From an optimization exercise on the open Yosys and OpenROAD flow, aimed at small area and a short achievable clock period; shortcuts taken in it are not production practice.
RTL that was checked went through simulation tests only; none was proved equivalent to the original.
Power is estimated from default activity; no workload was simulated.

==> wip/xenon: inputs <==
// conv3x3_pe
module conv3x3_pe #(
    parameter int SHIFT = 4,
    parameter int ACC_W = 21
) (
    input  logic         clk,
    input  logic         rst,
    input  logic [7:0]   p00,
    input  logic [7:0]   p01,
    input  logic [7:0]   p02,
    input  logic [7:0]   p10,
    input  logic [7:0]   p11,
    input  logic [7:0]   p12,
    input  logic [7:0]   p20,
    input  logic [7:0]   p21,
    input  logic [7:0]   p22,
    input  logic         window_valid,
    input  logic         w_load,
    input  logic [3:0]   w_idx,
    input  logic [7:0]   w_data,
    output logic [7:0]   out_pixel,
    output logic         out_valid,
    output logic [15:0]  out_count
);
export LEC_CHECK = 0
export ABC_CLOCK_PERIOD_IN_PS = 2000
export CAP_MARGIN = 20
export CORE_MARGIN = 2
export CORE_UTILIZATION = 55
export CTS_CLUSTER_DIAMETER = 130
export CTS_CLUSTER_SIZE = 24
export GPL_ROUTABILITY_DRIVEN = 0
export PLACE_DENSITY = 0.7
export SETUP_SLACK_MARGIN = 2.3
export SLEW_MARGIN = 20
export SYNTH_HIERARCHICAL = 1
export SYNTH_MINIMUM_KEEP_SIZE = 0
create_clock -name core_clock -period 5.5 [get_ports {clk}]
standard.sh (not shown) runs the stock make flow with config.mk's settings and CLKGATE_MAP_FILE= SYNTH_SCRIPT=/design/flow/synth_recipe.tcl, a recipe that flattens the netlist after the stock synthesis.
==> flow/flow/run.sh <==
#!/bin/bash
# Own flow: the standard layout (standard.sh: the standard synthesis and
# ORFS steps, unchanged), except that the port buffers buffer_ports inserts
# during global placement are plain buf_1 cells instead of the default pick.
set -euo pipefail
export BUFFER_PORTS_ARGS="-buffer_cell sky130_fd_sc_hd__buf_1"
bash standard.sh > standard_flow.log 2>&1
==> wip/tundra: changes against wip/xenon <==
Settings changed: GPL_ROUTABILITY_DRIVEN 0 to not set.
==> wip/raven: changes against wip/xenon <==
Settings changed: CTS_CLUSTER_DIAMETER 130 to 120, CTS_CLUSTER_SIZE 24 to 20, GPL_ROUTABILITY_DRIVEN 0 to not set, SETUP_SLACK_MARGIN 2.3 to 2.1.
==> qor summary <==
| metric | wip/xenon | wip/raven | wip/tundra |
|---|---|---|---|
| Endpoint of the worst setup timing path | r2_q[80] | r2_q[54] | r2_q[17] |
| Total half-perimeter wirelength after legalization and detailed placement | 55.8 mm | 59.1 mm | 58.9 mm |
| Met2 Wirelength | 31.7 mm | 33.8 mm | 34.6 mm |
| Post-cts gate resize count | 122 | 28 | 136 |
| Layout clock buffer count | 18 | 21 | 18 |
| Psw | 1.58 mW | 1.60 mW | 1.63 mW |
| Highest clock frequency the design can meet | 310 MHz | 291 MHz | 316 MHz |
| VDD IR-drop max | 0.220 mV | 0.257 mV | 0.252 mV |
| Transition at the pin with the smallest max-transition slack | 1.10 ns | 1.18 ns | 1.26 ns |
| Result of the run | finished clean | finished clean | finished clean |
| Arrival time at the worst endpoint | 3.66 ns | 3.86 ns | 3.59 ns |
| Leakage power | 9.41 nW | 9.29 nW | 9.38 nW |
| Diode count | 0 | 0 | 1 |
| Worst Clk Skew | 0.0291 ns | 0.0301 ns | 0.0199 ns |
| Latest clock arrival within the worst-skew pair | 0.55 ns | 0.56 ns | 0.54 ns |
| Number of buffers and inverters on the critical path | 1 | 0 | 0 |
| Final Critical Period | 3.22 ns | 3.43 ns | 3.16 ns |
| Pwr Density | 208 nW/µm² | 216 nW/µm² | 212 nW/µm² |

==> inputs of 11-24 <==
Another version of the RTL of conv3x3_pe (not shown whole).
clock: 5.5 ns
lec_check: 0
abc_clock_period_in_ps: 2000
cap_margin: 20
core_margin: 2
core_utilization: 40
cts_cluster_diameter: 120
cts_cluster_size: 20
setup_slack_margin: 2.1
slew_margin: 20
synth_hierarchical: 1
synth_minimum_keep_size: 0
Scripts as last shown in full above: flow/flow/run.sh
==> 10-28: changes against 11-24 <==
Settings changed: CORE_UTILIZATION 40 to 65, PLACE_DENSITY set to 0.8.
==> 03-15: changes against 11-24 <==
--- a/flow/design.v
+++ b/flow/design.v
@@ -109,20 +109,19 @@
             wenc[3*m]   = b0 ^ bm;
             wenc[3*m+1] = (b1 & ~b0 & ~bm) | (~b1 & b0 & bm);
             wenc[3*m+2] = b1 & ~(b0 & bm);
         end
     end
+    logic [11:0] wenc_r, wenc_r4;
+    logic [7:0]  wd_r;
+    assign wenc_r  = rst ? 12'h000 : wenc;
+    assign wenc_r4 = rst ? 12'h040 : wenc;
+    assign wd_r    = rst ? 8'h00 : wd_q;
     always_ff @(posedge clk) begin
-        if (rst) begin
-            for (int i = 0; i < 9; i++) kb_q[i] <= '0;
-            kb_q[4] <= 12'h040;
-            bias_q  <= '0;
-        end else begin
-            for (int i = 0; i < 9; i++)
-                if (wl_q && wi_q == 4'(i)) kb_q[i] <= wenc;
-            if (wl_q && wi_q == 4'd9) bias_q <= wd_q;
-        end
+        for (int i = 0; i < 9; i++)
+            if (rst || (wl_q && wi_q == 4'(i))) kb_q[i] <= (i == 4) ? wenc_r4 : wenc_r;
+        if (rst || (wl_q && wi_q == 4'd9)) bias_q <= wd_r;
     end
     csa_fa u_t1 (.a(kb_q[0][2]), .b(kb_q[1][2]), .c(kb_q[2][2]), .s(t1), .co(t2));
     csa_fa u_t3 (.a(kb_q[3][2]), .b(kb_q[4][2]), .c(kb_q[5][2]), .s(t3), .co(t4));
     csa_fa u_t5 (.a(kb_q[6][2]), .b(kb_q[7][2]), .c(kb_q[8][2]), .s(t5), .co(t6));
     csa_fa u_t7 (.a(bias_q[0]), .b((((kb_q[0][0] & px_q[0][0])) ^ kb_q[0][2])), .c((((kb_q[1][0] & px_q[1][0])) ^ kb_q[1][2])), .s(t7), .co(t8));
Settings changed: CORE_UTILIZATION 40 to 55, CTS_CLUSTER_DIAMETER 120 to 130, CTS_CLUSTER_SIZE 20 to 24, PLACE_DENSITY set to 0.7, SETUP_SLACK_MARGIN 2.1 to 2.3.
==> comparison <==
- Against 03-15, the first-iteration DRC count of 11-24 is higher by 5.7%.
- Between 03-15 and 10-28, the lower wire length is in 03-15 (gap about 0.27%, measured against 10-28).
- In count of clock-buffer cells in the layout, 11-24 and 10-28 do not differ.
- Register-to-register slack, highest first: 03-15, 10-28, 11-24.
- Die area, highest first: 11-24, 03-15, 10-28.
- Setup slack: 03-15 > 10-28 > 11-24.
==> figures <==
Number of enable flip-flop cells after synthesis: 10-28 0; 03-15 116; 11-24 0
Commonest non-fill, non-tap cell in the layout: 10-28 sky130_fd_sc_hd__fa_1; 03-15 sky130_fd_sc_hd__xnor2_1; 11-24 sky130_fd_sc_hd__fa_1
Proportion of total power due to net switching: 10-28 29.4%; 03-15 43.7%; 11-24 29.8%
Unrepaired setup endpoints after global routing: 10-28 yes; 03-15 yes; 11-24 no
Power of the combinational group: 10-28 0.00102 W; 03-15 0.0119 W; 11-24 0.000992 W
Number of multi-input logic gates: 10-28 1,536; 03-15 1,279; 11-24 1,536
Run status: 10-28 complete, no violations; 03-15 complete, no violations; 11-24 complete, no violations
Cell area after synthesis: 10-28 23,500 um^2; 03-15 23,200 um^2; 11-24 23,500 um^2
Placeable core area: 10-28 35,600 um^2; 03-15 41,900 um^2; 11-24 57,900 um^2
Number of standard cells after synthesis: 10-28 2,160; 03-15 1,869; 11-24 2,160
Time the final worst path needs with I/O delays and setup: 10-28 3.36 ns; 03-15 3.27 ns; 11-24 3.38 ns
Data required time at the worst endpoint: 10-28 5.94 ns; 03-15 5.94 ns; 11-24 5.88 ns
Period Utilization, post-route: 10-28 61.1%; 03-15 59.4%; 11-24 61.4%
Fraction of final layout cells sized beyond drive strength 1: 10-28 4.46%; 03-15 15.4%; 11-24 4.80%
For 03-15, only the layout was checked, not whether the RTL still works.

## afterwards: timing with drivers on the ports
In the flow no input, the clock included, has a driving cell. The finished layouts below were timed again as built, in two steps.
Step 1 (the two cells are an assumption about what drives the block):
set clk [get_ports {clk}]
set_driving_cell -lib_cell sky130_fd_sc_hd__clkbuf_16 $clk
set_driving_cell -lib_cell sky130_fd_sc_hd__buf_2 [delete_from_list [all_inputs] $clk]
Step 2 adds t to the input delays and takes it off the output delays; t is the mean of the earliest and latest rising clock arrival at the registers after step 1. Input paths then give back, and output paths get back, about the clock's delay inside the block.
Slacks: ideal / step 1 / step 2; pairs: ideal / step 1.
| run | t, ns | slack for setup (ns) | worst register clock-pin slew, ns | worst data-port slew with drivers (ns) |
|---|---|---|---|---|
| wip/xenon | 0.593 | 2.276 / 2.276 / 2.276 | 0.11 / 0.11 | 0.06 |
| wip/tundra | 0.589 | 2.338 / 2.296 / 2.338 | 0.11 / 0.11 | 0.04 |
| wip/raven | 0.601 | 2.069 / 2.069 / 2.069 | 0.09 / 0.09 | 0.05 |
| 11-24 | 0.607 | 2.125 / 2.125 / 2.125 | 0.10 / 0.10 | 0.05 |
| 10-28 | 0.594 | 2.142 / 2.142 / 2.142 | 0.10 / 0.10 | 0.04 |
| 03-15 | 0.601 | 2.231 / 2.231 / 2.231 | 0.11 / 0.11 | 0.05 |
After both steps setup and hold are still met in every run listed.
